This is an optimization exercise on Yosys and OpenROAD, whose aim is small area and a short achievable clock period, not a production implementation.
RTL that was checked went through simulation tests only; none was proved equivalent to the original.
Function not checked in runs 2 and 3: the RTL went through the layout flow alone.
No activity file was given, so power comes from the tool's default toggle rates.

### design/flow/constraint.sdc
create_clock -name core_clock -period 2.8 [get_ports {clk}]
set_input_delay 0.5600 -clock core_clock [delete_from_list [all_inputs] [get_ports {clk}]]
set_output_delay 0.5600 -clock core_clock [all_outputs]
set_load 0.01 [all_outputs]
### design/flow/design.v
package xpmwrap_pkg;
  typedef enum logic {
    CLEAR = 1'b0,
    READY = 1'b1
  } state_e;
  function automatic integer nb_calc(input integer data_width, input integer byte_width);
    nb_calc = data_width / byte_width;
  endfunction
  function automatic logic params_ok(input integer read_latency, input integer data_width,
                                     input integer byte_width);
    params_ok = (read_latency >= 1) && (read_latency <= 3) && (byte_width > 0) &&
                ((data_width % byte_width) == 0);
  endfunction
endpackage
module xpmwrap_delay #(
  parameter int STAGES = 1,
  parameter int WIDTH  = 32
) (
  input  logic             clk,
  input  logic             rstn,
  input  logic             valid_i,
  input  logic [WIDTH-1:0] data_i,
  output logic             valid_o,
  output logic [WIDTH-1:0] data_o
);
  logic [STAGES-1:0] vld_q;
  logic [WIDTH-1:0]  dat_q [STAGES];
  always_ff @(posedge clk) begin
    if (!rstn) begin
      vld_q <= '0;
      for (int i = 0; i < STAGES; i++) dat_q[i] <= '0;
    end else begin
      vld_q[0] <= valid_i;
      dat_q[0] <= data_i;
      for (int i = 1; i < STAGES; i++) begin
        vld_q[i] <= vld_q[i-1];
        dat_q[i] <= dat_q[i-1];
      end
    end
  end
  assign valid_o = vld_q[STAGES-1];
  assign data_o  = dat_q[STAGES-1];
endmodule
module xpmwrap_sdpram_be #(
  parameter int                  ADDR_WIDTH     = 6,
  parameter int                  DATA_WIDTH     = 32,
  parameter int                  BYTE_WIDTH     = 8,
  parameter int                  READ_LATENCY   = 2,
  parameter int                  CLEAR_ON_RESET = 1,
  parameter logic [DATA_WIDTH-1:0] CLEAR_VALUE  = '0
) (
  input  logic                                          clk,
  input  logic                                          rstn,
  input  logic                                          wr_en,
  input  logic [ADDR_WIDTH-1:0]                         wr_addr,
  input  logic [xpmwrap_pkg::nb_calc(DATA_WIDTH, BYTE_WIDTH)-1:0] wr_be,
  input  logic [DATA_WIDTH-1:0]                         wr_data,
  input  logic                                          rd_en,
  input  logic [ADDR_WIDTH-1:0]                         rd_addr,
  output logic [DATA_WIDTH-1:0]                         rd_data,
  output logic                                          rd_valid,
  output logic                                          busy,
  output logic                                          drop_err
);
  localparam int NB    = xpmwrap_pkg::nb_calc(DATA_WIDTH, BYTE_WIDTH);
  localparam int DEPTH = 2 ** ADDR_WIDTH;
  localparam logic [ADDR_WIDTH-1:0] LAST_ADDR = '1;
  if (!xpmwrap_pkg::params_ok(READ_LATENCY, DATA_WIDTH, BYTE_WIDTH)) begin : g_bad_params
    $error("xpmwrap_sdpram_be: READ_LATENCY must be 1..3 and DATA_WIDTH a multiple of BYTE_WIDTH");
  end
  xpmwrap_pkg::state_e              state_q, state_d;
  logic [ADDR_WIDTH-1:0] sweep_q, sweep_d;
  logic                  drop_q;
  logic                  rd_valid_q;
  logic [DATA_WIDTH-1:0] rd_data_q;
  logic [DATA_WIDTH-1:0] mem_q [DEPTH];
  logic                  rd_acc, wr_acc, mem_we;
  logic [ADDR_WIDTH-1:0] mem_addr;
  logic [NB-1:0]         mem_be;
  logic [DATA_WIDTH-1:0] mem_wdata, rd_word;
  logic                  dl_valid;
  logic [DATA_WIDTH-1:0] dl_data;
  always_comb begin
    state_d = state_q;
    sweep_d = sweep_q;
    if (!rstn) begin
      state_d = (CLEAR_ON_RESET != 0) ? xpmwrap_pkg::CLEAR : xpmwrap_pkg::READY;
      sweep_d = '0;
    end else if (state_q == xpmwrap_pkg::CLEAR) begin
      if (sweep_q == LAST_ADDR) state_d = xpmwrap_pkg::READY;
      else                      sweep_d = sweep_q + ADDR_WIDTH'(1);
    end
  end
  always_ff @(posedge clk) begin
    state_q <= state_d;
    sweep_q <= sweep_d;
  end
  assign busy   = (state_q == xpmwrap_pkg::CLEAR);
  assign rd_acc = rstn && (state_q == xpmwrap_pkg::READY) && rd_en;
  assign wr_acc = rstn && (state_q == xpmwrap_pkg::READY) && wr_en;
  always_comb begin
    mem_we    = wr_acc;
    mem_addr  = wr_addr;
    mem_be    = wr_be;
    mem_wdata = wr_data;
    if (rstn && (state_q == xpmwrap_pkg::CLEAR)) begin
      mem_we    = 1'b1;
      mem_addr  = sweep_q;
      mem_be    = '1;
      mem_wdata = CLEAR_VALUE;
    end
  end
  always_ff @(posedge clk) begin
    if (mem_we) begin
      for (int i = 0; i < NB; i++) begin
        if (mem_be[i]) mem_q[mem_addr][i*BYTE_WIDTH +: BYTE_WIDTH] <= mem_wdata[i*BYTE_WIDTH +: BYTE_WIDTH];
      end
    end
  end
  always_comb begin
    rd_word = mem_q[rd_addr];
  end
  if (READ_LATENCY > 1) begin : g_delay
    xpmwrap_delay #(
      .STAGES (READ_LATENCY - 1),
      .WIDTH  (DATA_WIDTH)
    ) u_delay (
      .clk     (clk),
      .rstn    (rstn),
      .valid_i (rd_acc),
      .data_i  (rd_word),
      .valid_o (dl_valid),
      .data_o  (dl_data)
    );
  end else begin : g_nodelay
    assign dl_valid = rd_acc;
    assign dl_data  = rd_word;
  end
  always_ff @(posedge clk) begin
    if (!rstn) begin
      rd_valid_q <= 1'b0;
      rd_data_q  <= '0;
      drop_q     <= 1'b0;
    end else begin
      rd_valid_q <= dl_valid;
      if (dl_valid) rd_data_q <= dl_data;
      if ((state_q == xpmwrap_pkg::CLEAR) && (rd_en || wr_en)) drop_q <= 1'b1;
    end
  end
  assign rd_valid = rd_valid_q;
  assign rd_data  = rd_data_q;
  assign drop_err = drop_q;
endmodule
### design/flow/config.mk
export PLATFORM = sky130hd
export DESIGN_NAME = xpmwrap_sdpram_be
export DESIGN_NICKNAME = xpmwrap_sdpram_be
export VERILOG_FILES = /design/flow/design.v
export SDC_FILE = /design/flow/constraint.sdc
export NUM_CORES = 4
export LEC_CHECK = 0
export CAP_MARGIN = 20
export CORE_MARGIN = 2
export CORE_UTILIZATION = 40
export SLEW_MARGIN = 20
### design/flow/run.sh
#!/bin/bash
# synth_recipe.tcl (not shown) runs the flow's synth.tcl, then flattens the netlist and writes it again
# the make line also repeats each setting of config.mk as NAME=value (left out here)
make -C /OpenROAD-flow-scripts/flow DESIGN_CONFIG=/design/flow/config.mk WORK_HOME=/design/flow/orfs CLKGATE_MAP_FILE= SYNTH_SCRIPT=/design/flow/synth_recipe.tcl finish
==> flow_metrics.env, run 1 <==
export IMPL_synth_area_leaders="edfxtp_1 (75%), mux4_2 (15%), mux2i_1 (2.2%)"
export IMPL_worst_pin_slew_ns=1.21
export IMPL_drv_cap=0
export IMPL_relSlewSlack_pct=19.2
export IMPL_grt_pass1_wl_um=319000
export IMPL_htreeDepth=4
export IMPL_worst_path_buf_inv=3
export IMPL_port_buffers=86
export IMPL_die_area_um2=209000
export IMPL_clkLatencyLatePin_ns=0.87
export IMPL_avgSynthCellArea_um2=21.5
export IMPL_synth_top_family_by_area="multiplexers"
export IMPL_fin_crit_sh_pct=92.7
export IMPL_cts_setup_buffers=0
export IMPL_status="timing/DRC/antenna clean"
export IMPL_final_hold_violation_count=0
export IMPL_grt_pass1_vias=42713
export IMPL_remaining_drc_errors=0
export IMPL_cts_resized=0
export IMPL_crit_cells=8
export IMPL_syn_num_nets=3869
export IMPL_hold_depth=2
export IMPL_firstDrtPassIters=6
export IMPL_io_pins=87
export IMPL_synth_top_area_cell="edfxtp_1"
export IMPL_synth_xor_area_share_pct=0.0533
export IMPL_place_hpwl_um=151000
export IMPL_p_leak_nw=33.6
export IMPL_die_y_um=457
export IMPL_end_kind="flop"
export IMPL_synth_seq_cells=2122
export IMPL_setup_violations_final=0
export IMPL_synthAdderAreaFrac_pct=0.0152
export IMPL_p_per_area_nw_per_um2=675
export IMPL_synthesis_area_um2=82200
export IMPL_required_ns=3.36
export IMPL_async_flop_share_pct=0
export IMPL_drtAntennaViolNets=0
export IMPL_synthMuxAreaShare_pct=17.5
export IMPL_dp_cells=7226
export IMPL_vias_per_cell=5.58
export IMPL_worst_hold_slack_ns=0.333
export IMPL_synth_compound_area_share_pct=1.44
export IMPL_area_growth_pct=22.1
export IMPL_core_region_area_um2=204000
export IMPL_drive_above_1_share_pct=35.9
export IMPL_cp_common_cell="buf_4"
export IMPL_endpoint="mem_q[31][5]$_DFFE_PP_"
export IMPL_fin_cells=7621
export IMPL_synth_cells=3816
export IMPL_synth_yosys_warnings=3
export IMPL_slowest_delay_ns=0.47
export IMPL_overflow=0
export IMPL_synth_ff_type="edfxtp_1"
export IMPL_startpoint_type="flop"
export IMPL_wire_per_inst_um=29.3
export IMPL_place_congestion=0.883
export IMPL_synthSimpleGateAreaFrac_pct=2.88
export IMPL_path_cells="nand2b_2 -> buf_4 -> mux2i_1 -> and2_1 -> nand2_1 -> buf_12 -> nor2_1 -> buf_4"
export IMPL_clock_sinks=2122
export IMPL_crit_arrival_ns=3.16
export IMPL_hp_class="in2reg"
export IMPL_fin_crit_ns=2.60
export IMPL_rsz0062_at_grt="false"
export IMPL_max_freq_ghz=0.385
export IMPL_worstPathMaxFanout=7
export IMPL_yosysUniqueCellTypes=60
export IMPL_r2r_end="mem_q[31][5]$_DFFE_PP_"
export IMPL_num_rows=166
export IMPL_dr_total_vias=42513
export IMPL_postCtsHoldBufs=0
export IMPL_mostFrequentLayoutCells="edfxtp_1 (2048), buf_4 (693), mux4_2 (547), nor2_1 (326), clkbuf_16 (214)"
export IMPL_finClkSkew_ns=0.0287
export IMPL_seq_area_frac_synth_pct=76.6
export IMPL_synth_top_area_share_pct=74.8
export IMPL_cts_root_buffer="clkbuf_16"
export IMPL_peakVddDrop_uv=664
export IMPL_cp_startpoint="state_q$_SDFF_PN0_"
export IMPL_die_x_um=457
export IMPL_fillCellCount=16452
export IMPL_rrSetupSlack_ns=0.20
export IMPL_final_common_cell="edfxtp_1"
export IMPL_gr_usage_all_layers_pct=21.3
export IMPL_synth_edf_count=2048
export IMPL_worstRegToRegCells=8
export IMPL_wl_um=224000
export IMPL_drtIter0Drc=4899
export IMPL_cts_tree="done"
export IMPL_critPathKind="reg2reg"
export IMPL_antenna_found_initial=7
export IMPL_cts_buffers=209
export IMPL_final_max_slew_violation_count=0
export IMPL_critPathSlowestCell="and2_1"
export IMPL_rr_startpoint="state_q$_SDFF_PN0_"
export IMPL_start_util_pct=40.2
export IMPL_cts_buffer_depth=3
export IMPL_grt_max_degree=65
export IMPL_clkTransAtPathRegs_ns=0.06
export IMPL_crit_family="simple AND/OR/NAND/NOR gates"
export IMPL_nets=4802
[cells in the mapped netlist (17+ instances only)]
library cell  number
a21oi_1           23
a22oi_1           24
and2_1            44
buf_1             26
buf_2             65
buf_4             50
buf_6             20
clkbuf_1          42
dfxtp_1           74
edfxtp_1        2048
mux2_2            20
mux2i_1          183
mux4_2           547
nand2_1          121
nand3_1           22
nor2_1           330
o22ai_1           17
[worst min-delay path by stage]
stage                                                  from                                     end  slack [ns]
finish                                                rd_en        g_delay.u_delay.vld_q$_SDFF_PN0_        0.33
global route                                     rd_addr[3]  g_delay.u_delay.dat_q[0][2]$_SDFF_PN0_        0.30
CTS                                              rd_addr[3]  g_delay.u_delay.dat_q[0][2]$_SDFF_PN0_        0.27
detailed placement  g_delay.u_delay.dat_q[0][14]$_SDFF_PN0_              rd_data_q[14]$_SDFFE_PN0P_        0.46
global placement    g_delay.u_delay.dat_q[0][17]$_SDFF_PN0_              rd_data_q[17]$_SDFFE_PN0P_        0.45
floorplan            g_delay.u_delay.dat_q[0][0]$_SDFF_PN0_               rd_data_q[0]$_SDFFE_PN0P_        0.44
[metal layers]
metal	vias to the layer above	GRT usage [%]	wire [um]
li1	17737	-	-
met1	22674	29.6	91500
met2	1773	33.7	107000
met3	329	3.45	15800
met4	0	8.90	9630
met5	-	0	0
[sequential cells by signal (all words and copies together) (netlist names)]
register / cells
g_delay.u_delay.dat_q: 32
mem_q: 2048
rd_data_q: 32
state_q: 1
drop_q: 1
g_delay.u_delay.vld_q: 1
rd_valid_q: 1
sweep_q: 6
[worst register-to-register path, stage by stage, from the launching register on]
cell and delay [ns]:
dfxtp_1 0.45, nand2b_2 0.22, buf_4 0.15, mux2i_1 0.30
and2_1 0.47, nand2_1 0.18, buf_12 0.19, nor2_1 0.16
buf_4 0.19
[metrics by stage]
| step | cell area (um2) | TNS [ns] | power (mW) | util [%] | setup WS [ns] |
|---|---|---|---|---|---|
| detailed placement | 93500 | -461.12 | 40.2 | 45.7 | -0.422 |
| finish | 100000 | 0 | 67.7 | 49.1 | 0.203 |
| global route | 100000 | 0 | 69.5 | 49.1 | 0.142 |
| global placement | 93500 | -377.17 | 40.1 | 45.7 | -0.412 |
| floorplan | 82200 | 0 | 37.8 | - | 0.0132 |
| CTS | 100000 | 0 | 68.2 | 49.1 | 0.138 |
[area by class of cell]
cell class | count | area (um2) | area share [%]
diodes | 3 | 7.51 | 0.00748
clock buffers | 267 | 5620 | 5.60
clock inverters | 125 | 1290 | 1.29
inverters | 8 | 32.5 | 0.0324
multi-input cells | 1481 | 18000 | 18.0
flip-flops and latches | 2122 | 63000 | 62.7
well taps | 2688 | 3360 | 3.35
repair buffers | 927 | 9040 | 9.00
[kinds of logic (layout without fill, tap and decap cells)]
kind of cell,after synthesis,count (layout)
and+or+nand+nor,562,562
muxes,750,750
xor gates and xnor gates,5,5
DFF,2122,2122
AOI/OAI and AO/OA,163,163
buffers and inverters,213,1327
other,0,3
adders and majority gates,1,1
[power breakdown]
part | total (mW) | internal (mW) | leakage, nW | switching, mW
clock network | 28.3 | 16.3 | 3.36 | 11.9
registers | 35.1 | 35.0 | 19.3 | 0.0694
logic | 4.40 | 1.87 | 10.9 | 2.53
==> run 2, diff against run 1 <==
==> design/flow/design.v (replaced) <==
package xpmwrap_pkg;
  typedef enum logic {
    CLEAR = 1'b0,
    READY = 1'b1
  } state_e;
  function automatic integer nb_calc(input integer data_width, input integer byte_width);
    nb_calc = data_width / byte_width;
  endfunction
  function automatic logic params_ok(input integer read_latency, input integer data_width,
                                     input integer byte_width);
    params_ok = (read_latency >= 1) && (read_latency <= 3) && (byte_width > 0) &&
                ((data_width % byte_width) == 0);
  endfunction
endpackage
module xpmwrap_sdpram_be #(
  parameter int                  ADDR_WIDTH     = 6,
  parameter int                  DATA_WIDTH     = 32,
  parameter int                  BYTE_WIDTH     = 8,
  parameter int                  READ_LATENCY   = 2,
  parameter int                  CLEAR_ON_RESET = 1,
  parameter logic [DATA_WIDTH-1:0] CLEAR_VALUE  = '0
) (
  input  logic                                          clk,
  input  logic                                          rstn,
  input  logic                                          wr_en,
  input  logic [ADDR_WIDTH-1:0]                         wr_addr,
  input  logic [xpmwrap_pkg::nb_calc(DATA_WIDTH, BYTE_WIDTH)-1:0] wr_be,
  input  logic [DATA_WIDTH-1:0]                         wr_data,
  input  logic                                          rd_en,
  input  logic [ADDR_WIDTH-1:0]                         rd_addr,
  output logic [DATA_WIDTH-1:0]                         rd_data,
  output logic                                          rd_valid,
  output logic                                          busy,
  output logic                                          drop_err
);
  localparam int NB    = xpmwrap_pkg::nb_calc(DATA_WIDTH, BYTE_WIDTH);
  localparam int DEPTH = 2 ** ADDR_WIDTH;
  logic                  busy_q;
  logic [ADDR_WIDTH-1:0] sweep_q;
  logic                  drop_q;
  logic                  vld_q, rd_valid_q;
  logic [DATA_WIDTH-1:0] dat_q, rd_data_q;
  always_ff @(posedge clk) begin
    if (!rstn) begin
      busy_q  <= (CLEAR_ON_RESET != 0);
      sweep_q <= '0;
    end else begin
      sweep_q <= sweep_q + ADDR_WIDTH'(1);
      if (&sweep_q) busy_q <= 1'b0;
    end
  end
  logic [DATA_WIDTH-1:0] wdata;
  logic                  wr_ok;
  assign wdata = busy_q ? CLEAR_VALUE : wr_data;
  assign wr_ok = wr_en & ~busy_q;
  logic [DATA_WIDTH-1:0] mem_q [DEPTH];
  logic [DEPTH-1:0]      rsel;
  for (genvar w = 0; w < DEPTH; w++) begin : g_word
    logic wsel, csel;
    assign wsel = wr_ok & (wr_addr == ADDR_WIDTH'(w));
    assign csel = busy_q & (sweep_q == ADDR_WIDTH'(w));
    for (genvar b = 0; b < NB; b++) begin : g_byte
      always_ff @(posedge clk) begin
        if (csel | (wsel & wr_be[b]))
          mem_q[w][b*BYTE_WIDTH +: BYTE_WIDTH] <= wdata[b*BYTE_WIDTH +: BYTE_WIDTH];
      end
    end
    assign rsel[w] = (rd_addr == ADDR_WIDTH'(w));
  end
  logic [DATA_WIDTH-1:0] rd_word;
  always_comb begin
    rd_word = '0;
    for (int w = 0; w < DEPTH; w++) rd_word = rd_word | ({DATA_WIDTH{rsel[w]}} & mem_q[w]);
  end
  always_ff @(posedge clk) begin
    dat_q <= rd_word;
    vld_q <= rstn & ~busy_q & rd_en;
  end
  always_ff @(posedge clk) begin
    if (!rstn) begin
      rd_valid_q <= 1'b0;
      rd_data_q  <= '0;
      drop_q     <= 1'b0;
    end else begin
      rd_valid_q <= vld_q;
      if (vld_q) rd_data_q <= dat_q;
      if (busy_q & (rd_en | wr_en)) drop_q <= 1'b1;
    end
  end
  assign rd_valid = rd_valid_q;
  assign rd_data  = rd_data_q;
  assign busy     = busy_q;
  assign drop_err = drop_q;
endmodule
==> run 2 against run 1 <==
  * Now fails the layout checks on setup timing
  * Critical path depth is 2 higher
  * Clock skew is 0.0097 ns higher
  * Worst setup slack worse by 0.22 ns
  * Sequential share of layout area is 0.16 points lower
  * Cell count is 7.7% higher
  * Synthesized cell count is 18% higher
  * Highest routed layer is now met5
==> flow_metrics.env, run 2 <==
export IMPL_grt_pass1_vias=47768
export IMPL_core_region_area_um2=197000
export IMPL_drtAntennaViolNets=0
export IMPL_area_growth_pct=27.5
export IMPL_required_ns=3.52
export IMPL_synthAdderAreaFrac_pct=0.0634
export IMPL_power_frac_comb_pct=2.9
export IMPL_status="complete, but fails checks"
export IMPL_clkLatencyLatePin_ns=0.88
export IMPL_hold_end="vld_q$_DFF_P_"
export IMPL_crit_arrival_ns=3.54
export IMPL_top_regs="mem_q: 2048 flops, dat_q: 32 flops, rd_data_q: 32 flops"
export IMPL_final_max_slew_violation_count=0
export IMPL_synth_top_area_cell="edfxtp_1"
export IMPL_top_layer="met5"
export IMPL_fillCellCount=15846
export IMPL_finClkSkew_ns=0.0384
export IMPL_die_x_um=448
export IMPL_synth_compound_area_share_pct=12.2
export IMPL_synth_ff_type="edfxtp_1"
export IMPL_startpoint_type="input port"
export IMPL_synth_cells=4517
export IMPL_wire_per_inst_um=35.8
export IMPL_wl_met1_um=115000
export IMPL_synthMuxAreaShare_pct=1.37
export IMPL_synth_yosys_warnings=2
export IMPL_drive_above_1_share_pct=23.6
export IMPL_final_common_cell="edfxtp_1"
export IMPL_seq_area_frac_synth_pct=79.8
export IMPL_rrSetupSlack_ns=0.37
export IMPL_switchingPower_mw=13.2
export IMPL_htreeDepth=4
export IMPL_min_from="rd_en"
export IMPL_peakVddDrop_uv=547
export IMPL_p_per_area_nw_per_um2=629
export IMPL_overflow=0
export IMPL_synthSimpleGateAreaFrac_pct=5.05
export IMPL_port_buffers=86
export IMPL_vias_per_cell=6.07
export IMPL_yosysUniqueCellTypes=48
export IMPL_p_total_mw=63.3
export IMPL_remaining_drc_errors=0
export IMPL_fin_util_pct=51.1
export IMPL_relSlewSlack_pct=12.4
export IMPL_end_kind="flop"
export IMPL_synth_area_leaders="edfxtp_1 (78%), a22oi_1 (8.6%), a21o_1 (2.4%)"
export IMPL_cts_root_buffer="clkbuf_16"
export IMPL_synth_top_family_by_area="compound AO/OA/AOI/OAI gates"
export IMPL_firstDrtPassIters=6
export IMPL_io_pins=87
export IMPL_wl_met3_um=29600
export IMPL_gr_usage_all_layers_pct=29.0
export IMPL_synth_seq_cells=2122
export IMPL_syn_num_nets=4573
export IMPL_nets=5439
export IMPL_cts_tree="done"
export IMPL_grt_pass1_wl_um=396000
export IMPL_final_hold_violation_count=0
export IMPL_p_leak_nw=35.3
export IMPL_worst_pin_slew_ns=1.31
export IMPL_hp_class="in2reg"
export IMPL_num_rows=163
export IMPL_rr_startpoint="sweep_q[0]$_SDFF_PN0_"
export IMPL_place_hpwl_um=210000
export IMPL_async_flop_share_pct=0
export IMPL_r2r_end="mem_q[33][2]$_DFFE_PP_"
export IMPL_max_freq_ghz=0.355
export IMPL_fin_ws_ns=-0.0185
export IMPL_worstRegToRegCells=5
export IMPL_drtIter0Drc=7174
export IMPL_power_frac_clock_pct=42.3
export IMPL_mostFrequentLayoutCells="edfxtp_1 (2048), a22oi_1 (901), buf_4 (421), buf_12 (416), a21o_1 (256)"
export IMPL_so_faults="setup timing"
export IMPL_top_register="mem_q"
export IMPL_ys_top_cells_by_count="edfxtp_1 (2048), a22oi_1 (903), a21o_1 (256)"
export IMPL_largest_reg_flops=2048
export IMPL_fin_crit_ns=2.82
export IMPL_wl_um=294000
export IMPL_grt_max_degree=65
export IMPL_dr_total_vias=49800
export IMPL_drv_cap=0
export IMPL_clkTransAtPathRegs_ns=0.06
export IMPL_die_area_um2=201000
export IMPL_met2_length_um=135000
export IMPL_hold_depth=3
export IMPL_avgSynthCellArea_um2=17.5
export IMPL_die_y_um=448
export IMPL_synth_xor_area_share_pct=0.0444
export IMPL_place_congestion=1.02
export IMPL_setup_violations_final=2
export IMPL_synth_edf_count=2048
export IMPL_critPathKind="in2reg"
export IMPL_p_seq_share_pct=54.8
export IMPL_synth_top_area_share_pct=77.9
export IMPL_power_internal_mw=50.1
export IMPL_synth_most_common_cell="edfxtp_1"
export IMPL_start_util_pct=40.1
export IMPL_cts_buffers=201
export IMPL_cts_buffer_depth=3
export IMPL_worstPathMaxFanout=20
export IMPL_antenna_found_initial=20
export IMPL_fin_crit_sh_pct=101
export IMPL_synthesis_area_um2=78900
export IMPL_clock_sinks=2122
export IMPL_switching_share_pct=20.8
run 2: what timing repair did:
action                     4_1_cts  5_1_grt
resized for setup               12        8
hold buffers                     0        0
gates cloned                     0        0
pin swaps                        3        4
buffers inserted                 1        0
setup endpoints to repair        7       10
run 2: power groups by stage:
stage	clock, mW	combinational, mW	sequential, mW
finish	26.8	1.86	34.7
global route	28.1	1.90	34.7
CTS	26.9	1.81	34.7
detailed placement	0	1.80	35.4
global placement	0	1.79	35.4
floorplan	0	0.675	35.3
run 2: worst max path at each step:
stage / from / to / depth (start not counted)
CTS: rd_addr[4] / dat_q[6]$_DFF_P_ / 11
detailed placement: rd_addr[4] / dat_q[6]$_DFF_P_ / 11
global route: rd_addr[5] / dat_q[23]$_DFF_P_ / 10
global placement: rd_addr[4] / dat_q[6]$_DFF_P_ / 11
floorplan: busy_q$_SDFFE_PN1P_ / mem_q[0][10]$_DFFE_PP_ / 3
finish: rd_addr[4] / dat_q[7]$_DFF_P_ / 10
run 2: final cells by class:
type,count,area [um2],area share (%)
diodes,12,30.0,0.0298
clock buffers,265,5390,5.36
clock inverters,110,1020,1.01
inverters,2,7.51,0.00746
multi-input cells,2129,15500,15.4
flip-flops and latches,2122,63000,62.6
well taps,2640,3300,3.28
repair buffers,927,12400,12.3
run 2: metal layers:
metal | GRT usage (%) | vias to the layer above
li1 | - | 20405
met1 | 39.5 | 25732
met2 | 45.3 | 3032
met3 | 5.98 | 613
met4 | 12.4 | 18
met5 | 0 | -
run 2: cell families after synthesis:
group	Yosys count
AND/OR/NAND/NOR	755
AO/OA/AOI/OAI	1270
buffers and inverters	266
XOR/XNOR	4
adder cells (fa/ha/maj)	4
multiplexers	96
flip-flops	2122
run 2: stage by stage:
| step | TNS (ns) | worst slack, ns | instance area (um2) | instances | hold slack, ns |
|---|---|---|---|---|---|
| 2_1_floorplan | -167.18 | -0.0944 | 78900 | 4517 | 0.463 |
| 3_3_place_gp | -49.66 | -1.00 | 94000 | 7816 | 0.451 |
| 3_5_place_dp | -37.46 | -1.02 | 94100 | 7818 | 0.457 |
| 4_1_cts | 0 | 0.0158 | 101000 | 8194 | 0.210 |
| 5_1_grt | -0.0143 | -0.0143 | 101000 | 8196 | 0.252 |
| 6_report | -0.0255 | -0.0185 | 101000 | 8207 | 0.256 |
run 2: critical path: stages:
cell and delay (ns):
clkdlybuf4s50_1 0.50, buf_6 0.17, nand2b_2 0.17, buf_4 0.16, buf_4 0.15, nor2_4 0.06
buf_12 0.19, a22oi_1 0.23, nand4_1 0.60, or4_1 0.72
==> run 3, diff against run 2 <==
--- a/design/flow/design.v
+++ b/design/flow/design.v
@@ -35,18 +35,22 @@
 );
   localparam int NB    = xpmwrap_pkg::nb_calc(DATA_WIDTH, BYTE_WIDTH);
   localparam int DEPTH = 2 ** ADDR_WIDTH;
-  logic                  busy_q;
+  logic                  busy_q, busy_o_q;
   logic [ADDR_WIDTH-1:0] sweep_q;
   logic                  drop_q;
   logic                  vld_q, rd_valid_q;
   logic [DATA_WIDTH-1:0] dat_q, rd_data_q;
   always_ff @(posedge clk) begin
     if (!rstn) begin
-      busy_q  <= (CLEAR_ON_RESET != 0);
-      sweep_q <= '0;
+      busy_q   <= (CLEAR_ON_RESET != 0);
+      busy_o_q <= (CLEAR_ON_RESET != 0);
+      sweep_q  <= '0;
     end else begin
       sweep_q <= sweep_q + ADDR_WIDTH'(1);
-      if (&sweep_q) busy_q <= 1'b0;
+      if (&sweep_q) begin
+        busy_q   <= 1'b0;
+        busy_o_q <= 1'b0;
+      end
     end
   end
   logic [DATA_WIDTH-1:0] wdata;
@@ -89,6 +93,6 @@
   end
   assign rd_valid = rd_valid_q;
   assign rd_data  = rd_data_q;
-  assign busy     = busy_q;
+  assign busy     = busy_o_q;   
   assign drop_err = drop_q;
 endmodule
--- a/design/flow/config.mk
+++ b/design/flow/config.mk
@@ -7,5 +7,6 @@
 export LEC_CHECK = 0
 export CAP_MARGIN = 20
 export CORE_MARGIN = 2
-export CORE_UTILIZATION = 40
+export CORE_UTILIZATION = 55
+export SETUP_SLACK_MARGIN = 0.6
 export SLEW_MARGIN = 20
==> run 3 against run 2 <==
  * Critical path type unchanged
  * Utilization rose by 21 points
  * Flip-flop and latch count did not move
  * Maximum frequency rose by 19%
  * Sequential power barely moved
  * Clock skew fell by 0.0022 ns
  * Design area rose by 1.2%
  * Hold slack got worse by 0.080 ns
  * Area after synthesis barely moved
  * Total power barely moved
  * Via count rose by 4.8%
  * The run now finishes clean
  * Sequential share of layout area fell by 0.77 points
  * Synthesized cell count did not move
==> flow_metrics.env, run 3 <==
export IMPL_mostFrequentLayoutCells="edfxtp_1 (2048), a22oi_1 (845), buf_4 (490), buf_12 (433), a21o_1 (254)"
export IMPL_synth_top_area_share_pct=77.9
export IMPL_synth_area_leaders="edfxtp_1 (78%), a22oi_1 (8.6%), a21o_1 (2.4%)"
export IMPL_drive_above_1_share_pct=27.7
export IMPL_worstRegToRegCells=5
export IMPL_hold_end="vld_q$_DFF_P_"
export IMPL_rsz0062_at_grt="true"
export IMPL_startpoint_type="input port"
export IMPL_drv_cap=0
export IMPL_htreeDepth=4
export IMPL_top_register="mem_q"
export IMPL_synth_seq_cells=2122
export IMPL_fin_crit_sh_pct=84.3
export IMPL_wire_per_inst_um=39.9
export IMPL_hp_class="in2reg"
export IMPL_postCtsHoldBufs=0
export IMPL_setup_violations_final=0
export IMPL_synth_most_common_cell="edfxtp_1"
export IMPL_synth_ff_type="edfxtp_1"
export IMPL_cts_buffer_depth=3
export IMPL_async_flop_share_pct=0
export IMPL_cts_buffers=203
export IMPL_drtIter0Drc=9091
export IMPL_worstPathMaxFanout=7
export IMPL_overflow=0
export IMPL_rr_startpoint="sweep_q[2]$_SDFF_PN0_"
export IMPL_die_area_um2=147000
export IMPL_peakVddDrop_uv=663
export IMPL_wl_um=303000
export IMPL_fin_crit_ns=2.36
export IMPL_grt_max_degree=65
export IMPL_top_regs="mem_q: 2048 flops, dat_q: 32 flops, rd_data_q: 32 flops"
export IMPL_core_region_area_um2=142000
export IMPL_required_ns=3.60
export IMPL_place_hpwl_um=212000
export IMPL_place_congestion=1.03
export IMPL_p_total_mw=63.3
export IMPL_io_pins=87
export IMPL_die_x_um=383
export IMPL_min_from="rstn"
export IMPL_fillCellCount=8925
export IMPL_seq_area_frac_synth_pct=79.8
export IMPL_num_rows=138
export IMPL_die_y_um=383
export IMPL_vias_per_cell=6.86
export IMPL_status="timing/DRC/antenna clean"
export IMPL_critPathKind="in2reg"
export IMPL_relSlewSlack_pct=21.9
export IMPL_p_per_area_nw_per_um2=622
export IMPL_worst_pin_slew_ns=1.17
export IMPL_end_kind="flop"
export IMPL_largest_reg_flops=2048
export IMPL_r2r_end="mem_q[38][12]$_DFFE_PP_"
export IMPL_final_hold_violation_count=0
export IMPL_final_max_slew_violation_count=0
export IMPL_finClkSkew_ns=0.0362
export IMPL_rrSetupSlack_ns=0.55
export IMPL_grt_pass1_wl_um=405000
export IMPL_synthesis_area_um2=78900
export IMPL_synth_cells=4517
export IMPL_syn_num_nets=4573
export IMPL_firstDrtPassIters=9
export IMPL_synth_edf_count=2048
export IMPL_hold_depth=3
export IMPL_antenna_found_initial=29
export IMPL_area_growth_pct=29.1
export IMPL_pre_cts_slack_ns=-0.908
export IMPL_final_common_cell="edfxtp_1"
export IMPL_synth_yosys_warnings=2
export IMPL_port_buffers=86
export IMPL_cts_tree="done"
export IMPL_drtAntennaViolNets=0
export IMPL_synth_top_area_cell="edfxtp_1"
export IMPL_remaining_drc_errors=0
export IMPL_avgSynthCellArea_um2=17.5
export IMPL_fin_ws_ns=0.440
export IMPL_grt_pass1_vias=48786
export IMPL_gr_usage_all_layers_pct=41.2
export IMPL_clkTransAtPathRegs_ns=0.06
export IMPL_start_util_pct=55.6
export IMPL_fin_util_pct=71.8
export IMPL_setup_tns_ns=0
export IMPL_nets=5583
export IMPL_clock_sinks=2122
export IMPL_yosysUniqueCellTypes=51
export IMPL_dr_total_vias=52180
export IMPL_ys_top_cells_by_count="edfxtp_1 (2048), a22oi_1 (907), a21o_1 (256)"
export IMPL_cts_root_buffer="clkbuf_16"
export IMPL_max_freq_ghz=0.424
export IMPL_clkLatencyLatePin_ns=0.86
export IMPL_p_leak_nw=36.4
export IMPL_crit_arrival_ns=3.16
run 3: critical path, cell delays in order:
cell,delay (ns)
buf_6,0.11
bufbuf_16,0.27
nand4b_1,0.28
buf_4,0.23
nor2_2,0.74
a22oi_1,0.15
buf_4,0.19
nand4_1,0.19
nor4_2,0.09
nand4_1,0.20
buf_4,0.14
run 3: layout make-up:
cell class | count | area, um2 | share of cell area (%)
Antenna cell | 12 | 30.0 | 0.0295
Clock buffer | 266 | 5440 | 5.34
Clock inverter | 112 | 978 | 0.960
Inverter | 2 | 7.51 | 0.00737
Multi-Input combinational cell | 2139 | 16200 | 15.9
Sequential cell | 2122 | 63000 | 61.8
Tap cell | 1890 | 2360 | 2.32
Timing Repair Buffer | 1059 | 13900 | 13.6
run 3: how the worst max path moves through the flow:
stage / start / end / slack, ns / depth (start not counted)
final: rd_addr[1] / dat_q[2]$_DFF_P_ / 0.44 / 11
after global placement: rd_addr[5] / dat_q[6]$_DFF_P_ / -0.89 / 9
after floorplan: busy_q$_SDFFE_PN1P_ / mem_q[0][10]$_DFFE_PP_ / -0.09 / 3
after global routing: rd_addr[5] / dat_q[20]$_DFF_P_ / 0.52 / 12
after CTS: sweep_q[4]$_SDFF_PN0_ / mem_q[13][30]$_DFFE_PP_ / 0.51 / 4
after detailed placement: rd_addr[5] / dat_q[27]$_DFF_P_ / -0.91 / 9
run 3: cells by family (layout without fill, tap and decap cells):
group / Yosys count / count (layout) / share of synthesized area (%)
XOR/XNOR: 4 / 4 / 0.0444
buffers and inverters: 266 / 1439 / 1.46
other: 0 / 12 / 0
adder cells (fa/ha/maj): 4 / 4 / 0.0634
flip-flops: 2122 / 2122 / 79.8
AND/OR/NAND/NOR: 755 / 765 / 5.06
AO/OA/AOI/OAI: 1270 / 1270 / 12.2
multiplexers: 96 / 96 / 1.37
run 3: metal layers:
metal,GRT usage [%],share of wire (%),up-vias
li1,-,-,20707
met1,57.0,36,26545
met2,60.9,44,4145
met3,12.4,14,763
met4,18.1,5.6,20
met5,0,0.11,-
run 3: power by group:
part	switching, mW	leakage, nW	internal, mW
logic	1.19	13.6	0.904
registers	0.229	19.6	34.5
clock network	11.8	3.11	14.6
run 3: metrics by stage:
stage / instances / area [um2] / hold slack [ns]
after global routing: 7593 / 102000 / 0.187
after CTS: 7546 / 101000 / 0.126
after global placement: 7098 / 93300 / 0.447
after floorplan: 4517 / 78900 / 0.463
after detailed placement: 7101 / 93300 / 0.455
final: 7602 / 102000 / 0.176
run 3: repair_timing:
action | CTS | global route
pin swaps | 51 | 79
gates cloned | 9 | 6
resized for setup | 166 | 137
endpoints found under the setup margin | 407 | 640
setup buffers | 58 | 38

[re-timing with driven ports]
How much do the figures lean on ideal ports? The routed layouts below were timed once more, with nothing changed but the port constraints. Step 1 assumes that a clkbuf_16 drives the clock port and a buf_2 every other input. Step 2 adds t to the input delays and takes it off the output delays; t is the mean of the earliest and latest rising clock arrival at the registers after step 1. Input paths then give back, and output paths get back, about the clock's delay inside the block. a / b / c = ideal / step 1 / step 2; a / b = the first two.
run | shift t [ns] | setup slack, ns | worst data-port slew with drivers (ns)
run 1 | 0.928 | 0.203 / 0.143 / -0.586 | 0.20
run 2 | 0.942 | -0.019 / 0.019 / -0.908 | 0.06
run 3 | 0.929 | 0.440 / 0.488 / -0.441 | 0.09
With both steps, setup timing fails in run 1 and run 3, where it was met with ideal ports. For run 2, which loses most, drivers alone change the setup slack by +0.038 ns; drivers and shift together by -0.889 ns.
